This design comes from an exercise in tuning for small area and few clock cycles per item on the open sky130 flow, not from production work. Only simulation tests tie the RTL to the original design; equivalence was not proved.

==> run a <==
Design rgb_to_hsi_convert, start of the top module:
module rgb_to_hsi_convert #(
  parameter int unsigned HUE_FRAC_BITS = rhc_pkg::HUE_FRAC_DEF
) (
  input  logic        clk,
  input  logic        rst_n,
  input  logic        in_tvalid,
  output logic        in_tready,
  input  logic [23:0] in_tdata,    
  output logic        out_tvalid,
  input  logic        out_tready,
  output logic [47:0] out_tdata    
);
==> flow/config.mk <==
export PLATFORM = sky130hd
export DESIGN_NAME = rgb_to_hsi_convert
export DESIGN_NICKNAME = rgb_to_hsi_convert
export VERILOG_FILES = /design/flow/design.v
export SDC_FILE = /design/flow/constraint.sdc
export NUM_CORES = 4
export LEC_CHECK = 0
export ABC_AREA = 1
export CAP_MARGIN = 20
export CORE_MARGIN = 2
export CORE_UTILIZATION = 70
export CTS_BUF_LIST = sky130_fd_sc_hd__clkbuf_8
export SLEW_MARGIN = 20
==> flow/constraint.sdc <==
create_clock -name core_clock -period 12.5 [get_ports {clk}]
set_input_delay 2.5000 -clock core_clock [delete_from_list [all_inputs] [get_ports {clk}]]
set_output_delay 2.5000 -clock core_clock [all_outputs]
set_load 0.01 [all_outputs]
run.sh (not shown) runs the stock make flow with config.mk's settings and CLKGATE_MAP_FILE= SYNTH_SCRIPT=/design/flow/synth_recipe.tcl, a recipe that flattens the netlist after the stock synthesis.
==> inputs of run b, as changes to run a <==
--- a/flow/config.mk
+++ b/flow/config.mk
@@ -10,4 +10,5 @@
 export CORE_MARGIN = 2
-export CORE_UTILIZATION = 70
-export CTS_BUF_LIST = sky130_fd_sc_hd__clkbuf_8
+export CORE_UTILIZATION = 40
+export CTS_CLUSTER_DIAMETER = 60
+export CTS_CLUSTER_SIZE = 30
 export SLEW_MARGIN = 20
==> inputs of run c, as changes to run a <==
--- a/flow/config.mk
+++ b/flow/config.mk
@@ -10,4 +10,3 @@
 export CORE_MARGIN = 2
-export CORE_UTILIZATION = 70
-export CTS_BUF_LIST = sky130_fd_sc_hd__clkbuf_8
+export CORE_UTILIZATION = 40
 export SLEW_MARGIN = 20
==> comparison table <==
| item | run c | run b | run a |
|---|---|---|---|
| Result of the run | no timing/DRC/antenna violations | no timing/DRC/antenna violations | no timing/DRC/antenna violations |
| Portion of the layout cell area used by clock cells | 0.0261 | 0.0246 | 0.0226 |
| DRC marker count from the first detailed-route iteration | 1,801 | 1,676 | 2,254 |
| Multi-input gate share of total cell area | 0.647 | 0.648 | 0.666 |
| Fraction of cell area in non-clock buffers | 0.0442 | 0.0443 | 0.0364 |
| Detailed-route vias per instance | 4.81 | 4.81 | 5.44 |
| R2R Setup Slk | 0.49 ns | 0.52 ns | 0.60 ns |
| Post-CTS sizing | 3 | 3 | 10 |
| Number of cells on the critical path | 92 | 92 | 46 |
| Worst Clk Skew | 0.0385 ns | 0.0755 ns | 0.0382 ns |
| Clock transition at the registers of the reported paths | 0.08 ns | 0.10 ns | 0.06 ns |
| Slew @ Worst Pin | 1.11 ns | 1.11 ns | 1.06 ns |
| Source-to-sink clock delay at the later pin of the worst-skew pair | 0.64 ns | 0.67 ns | 0.70 ns |
Testbench counts of run a, summed over its fixed seeds: cycles 16,032, items 16,000.
Testbench counts of run b, summed over its fixed seeds: cycles 16,032, items 16,000.
Testbench counts of run c, summed over its fixed seeds: cycles 16,032, items 16,000.

---

==> build 8 <==
rgb_to_hsi_convert, a different RTL version from the one above (not shown whole).
export LEC_CHECK = 0
export ABC_AREA = 1
export CAP_MARGIN = 20
export CORE_MARGIN = 2
export CORE_UTILIZATION = 70
export CTS_BUF_LIST = sky130_fd_sc_hd__clkbuf_8
export SLEW_MARGIN = 20
create_clock -name core_clock -period 12.5 [get_ports {clk}]
==> trial 70 (differences from build 8) <==
- CORE_UTILIZATION: 70 -> 55
==> build 38 (differences from build 8) <==
- CORE_UTILIZATION: 70 -> 80
==> trial 86 (differences from build 8) <==
- CORE_UTILIZATION: 70 -> 40
- CTS_BUF_LIST: sky130_fd_sc_hd__clkbuf_8 -> unset
==> impl_metrics.yaml <==
layout:
  syn_to_final_growth_pct: 8.11
route:
  vias_per_cell: 5.99
outcome:
  check.faults: "negative setup slack"
  outcome: "complete, but fails checks"
sta:
  final-setup-viol-count: 24
  timing.max_slew.rel_slack: 0.186
  worst_slack_ns: -2.11
placed_design:
  dpl.hpwl_mm: 94.1
critical_path:
  r2r_setup_slack_ns: -2.11
Source of the figures above: build 38

==> impl_metrics.yaml <==
outcome:
  outcome: "finished clean"
sta:
  timing.max_slew.rel_slack: 0.322
  final-setup-viol-count: 0
  worst_slack_ns: 0.647
route:
  vias_per_cell: 4.83
layout:
  syn_to_final_growth_pct: 10.5
Source of the figures above: trial 86

==> impl_metrics.yaml <==
layout:
  syn_to_final_growth_pct: 9.03
route:
  vias_per_cell: 5.14
  ant_nets: 0
outcome:
  outcome: "finished clean"
critical_path:
  cp-endpoint: "ce_x_4825_q4$_DFFE_PP_"
sta:
  worst_slack_ns: 0.587
  timing.max_slew.rel_slack: 0.364
  final-setup-viol-count: 0
placed_design:
  dpl.hpwl_mm: 96.1
Source of the figures above: trial 70

==> impl_metrics.yaml <==
die:
  core-area_mm2: 0.0712
outcome:
  outcome: "finished clean"
critical_path:
  cp-start-kind: "register"
sta:
  timing.max_slew.rel_slack: 0.226
  worst_slack_ns: 0.514
placed_design:
  dpl.hpwl_mm: 91.3
layout:
  syn_to_final_growth_pct: 7.57
  post-route-util: 0.758
Source of the figures above: build 8

Testbench counts of build 8, summed over its fixed seeds: cycles 16,032, items 16,000.
Testbench counts of trial 70, summed over its fixed seeds: cycles 16,032, items 16,000.
Testbench counts of build 38, summed over its fixed seeds: cycles 16,032, items 16,000.
Testbench counts of trial 86, summed over its fixed seeds: cycles 16,032, items 16,000.

---

==> garnet: inputs <==
rgb_to_hsi_convert again, from the RTL that the note above started with.
==> flow/design.v (excerpt) <==
module rgb_to_hsi_convert #(
  parameter int unsigned HUE_FRAC_BITS = rhc_pkg::HUE_FRAC_DEF
) (
  input  logic        clk,
  input  logic        rst_n,
  input  logic        in_tvalid,
  output logic        in_tready,
  input  logic [23:0] in_tdata,    
  output logic        out_tvalid,
  input  logic        out_tready,
  output logic [47:0] out_tdata    
);
  logic [3:0] vld_r;
  logic adv;
  assign adv        = !vld_r[3] || out_tready;
  assign in_tready  = adv;
  assign out_tvalid = vld_r[3];
  always_ff @(posedge clk) begin
    if (!rst_n) vld_r <= '0;
    else if (adv) vld_r <= {vld_r[2:0], in_tvalid};
  end
  logic n_1;
  assign n_1 = ~in_tdata[16];
  logic n_2;
  assign n_2 = ~in_tdata[17];
  logic n_3;
  assign n_3 = ~in_tdata[18];
  logic n_4;
  assign n_4 = ~in_tdata[19];
  logic n_5;
  assign n_5 = ~in_tdata[20];
  logic n_6;
  assign n_6 = ~in_tdata[21];
  logic n_7;
  assign n_7 = ~in_tdata[22];
  logic n_8;
  assign n_8 = ~in_tdata[23];
  logic a_9;
  assign a_9 = in_tdata[8] & n_1;
  logic a_10;
  assign a_10 = in_tdata[9] & n_2;
  logic a_11;
  ...
==> flow/config.mk <==
export PLATFORM = sky130hd
export DESIGN_NAME = rgb_to_hsi_convert
export DESIGN_NICKNAME = rgb_to_hsi_convert
export VERILOG_FILES = /design/flow/design.v
export SDC_FILE = /design/flow/constraint.sdc
export NUM_CORES = 4
export LEC_CHECK = 0
export ABC_AREA = 1
export CAP_MARGIN = 20
export CORE_MARGIN = 2
export CORE_UTILIZATION = 55
export CTS_CLUSTER_DIAMETER = 60
export CTS_CLUSTER_SIZE = 30
export SLEW_MARGIN = 20
==> flow/constraint.sdc <==
create_clock -name core_clock -period 12.5 [get_ports {clk}]
set_input_delay 2.5000 -clock core_clock [delete_from_list [all_inputs] [get_ports {clk}]]
set_output_delay 2.5000 -clock core_clock [all_outputs]
set_load 0.01 [all_outputs]
==> lagoon: changes against garnet <==
==> flow/flow/run.sh (new file) <==
#!/bin/bash
# The standard layout (the standard.sh, standard synthesis unchanged), with ORFS's power
# recovery step enabled after global routing: repair_timing -recover_power downsizes gates
# on paths that keep positive slack. Each step's full output goes to its own log file here.
set -euo pipefail
export RECOVER_POWER=100
bash standard.sh synth > run_synth.log 2>&1
bash standard.sh finish > run_layout.log 2>&1
==> flow/standard.sh (new file) <==
#!/bin/bash
# synth_recipe.tcl (not shown) runs the flow's synth.tcl, then flattens the netlist and writes it again
# the make line also repeats each setting of config.mk as NAME=value (left out here)
make -C /OpenROAD-flow-scripts/flow DESIGN_CONFIG=/design/flow/config.mk WORK_HOME=/design/flow/orfs CLKGATE_MAP_FILE= SYNTH_SCRIPT=/design/flow/synth_recipe.tcl "${@:-finish}"
CORE_UTILIZATION = 70   (was 55)
CTS_BUF_LIST = sky130_fd_sc_hd__clkbuf_8   (was default)
CTS_CLUSTER_DIAMETER = default   (was 60)
CTS_CLUSTER_SIZE = default   (was 30)
removed: flow/run.sh
==> ember: changes against garnet <==
CORE_UTILIZATION = 70   (was 55)
CTS_BUF_LIST = sky130_fd_sc_hd__clkbuf_8   (was default)
CTS_CLUSTER_DIAMETER = default   (was 60)
CTS_CLUSTER_SIZE = default   (was 30)
GPL_TIMING_DRIVEN = 0   (was default)
==> comparison table <==
| item | lagoon | garnet | ember |
|---|---|---|---|
| Outcome | finished clean | finished clean | complete, but fails checks |
| Reasons for failing layout checks | - | - | negative setup slack |
| Worst-path clk slew | 60 ps | 80 ps | 60 ps |
| DRC violation total after the first TritonRoute iteration | 1981 | 1674 | 1910 |
| Critical path endpoint category | output port | flip-flop | flip-flop |
| Timing endpoint of the critical path | out_tdata[11] | ce_x_4825_q4 | ce_x_4825_q4 |
| Routed met1 length | 46900 um | 49900 um | 45100 um |
| Least-Margin Pin Slew | 1160 ps | 949 ps | 1000 ps |
| Depth of the worst register-to-register path | 83 | 83 | 85 |
| Area of the die | 73800 um2 | 93600 um2 | 73800 um2 |
| Maximum fanout along the worst path | 5 | 6 | 6 |
| Cell area after placement | 52100 um2 | 52800 um2 | 52200 um2 |
| Overall die width | 272 um | 306 um | 272 um |
| Count of non-filler cells in the finished layout | 7104 | 7342 | 7235 |
| Post-route design area | 54000 um2 | 54900 um2 | 55400 um2 |
| Met2 Routed Length | 54200 um | 56700 um | 58300 um |
Testbench counts of garnet, summed over its fixed seeds: cycles 16,032, items 16,000.
Testbench counts of lagoon, summed over its fixed seeds: cycles 16,032, items 16,000.
Testbench counts of ember, summed over its fixed seeds: cycles 16,032, items 16,000.

==> port drivers added, routing unchanged <==
Ports are ideal in the flow. The routed layouts listed here were re-timed in OpenROAD.
Step 1 (the two cells are an assumption about what drives the block):
set clk [get_ports {clk}]
set_driving_cell -lib_cell sky130_fd_sc_hd__clkbuf_16 $clk
set_driving_cell -lib_cell sky130_fd_sc_hd__buf_2 [delete_from_list [all_inputs] $clk]
Step 2 adds t to the input delays and takes it off the output delays; t is the mean of the earliest and latest rising clock arrival at the registers after step 1. Input paths then give back, and output paths get back, about the clock's delay inside the block.
Slacks: ideal ports / drivers / drivers and shift; pairs: ideal ports / drivers.
run	shift t [ns]	slack for setup (ns)	slew at the worst register clock pin (ns)	cell pins on the clock port's net
run a	0.745	0.508 / 0.443 / 0.277	0.09 / 0.09	1
run b	0.698	0.519 / 0.519 / 0.192	0.10 / 0.10	1
run c	0.686	0.491 / 0.491 / 0.194	0.08 / 0.08	1
build 8	0.752	0.514 / 0.445 / 0.202	0.07 / 0.07	1
trial 70	0.744	0.587 / 0.587 / 0.002	0.07 / 0.07	1
build 38	0.736	-2.107 / -2.107 / -2.107	0.08 / 0.08	1
trial 86	0.677	0.647 / 0.571 / 0.103	0.07 / 0.07	1
garnet	0.661	0.598 / 0.598 / 0.079	0.09 / 0.09	1
lagoon	0.752	0.515 / 0.446 / 0.203	0.07 / 0.07	1
ember	0.716	-0.009 / -0.009 / -0.162	0.08 / 0.08	1
The setup slack of trial 70, which loses most, moves by 0.000 ns with the drivers and by -0.585 ns with both steps.
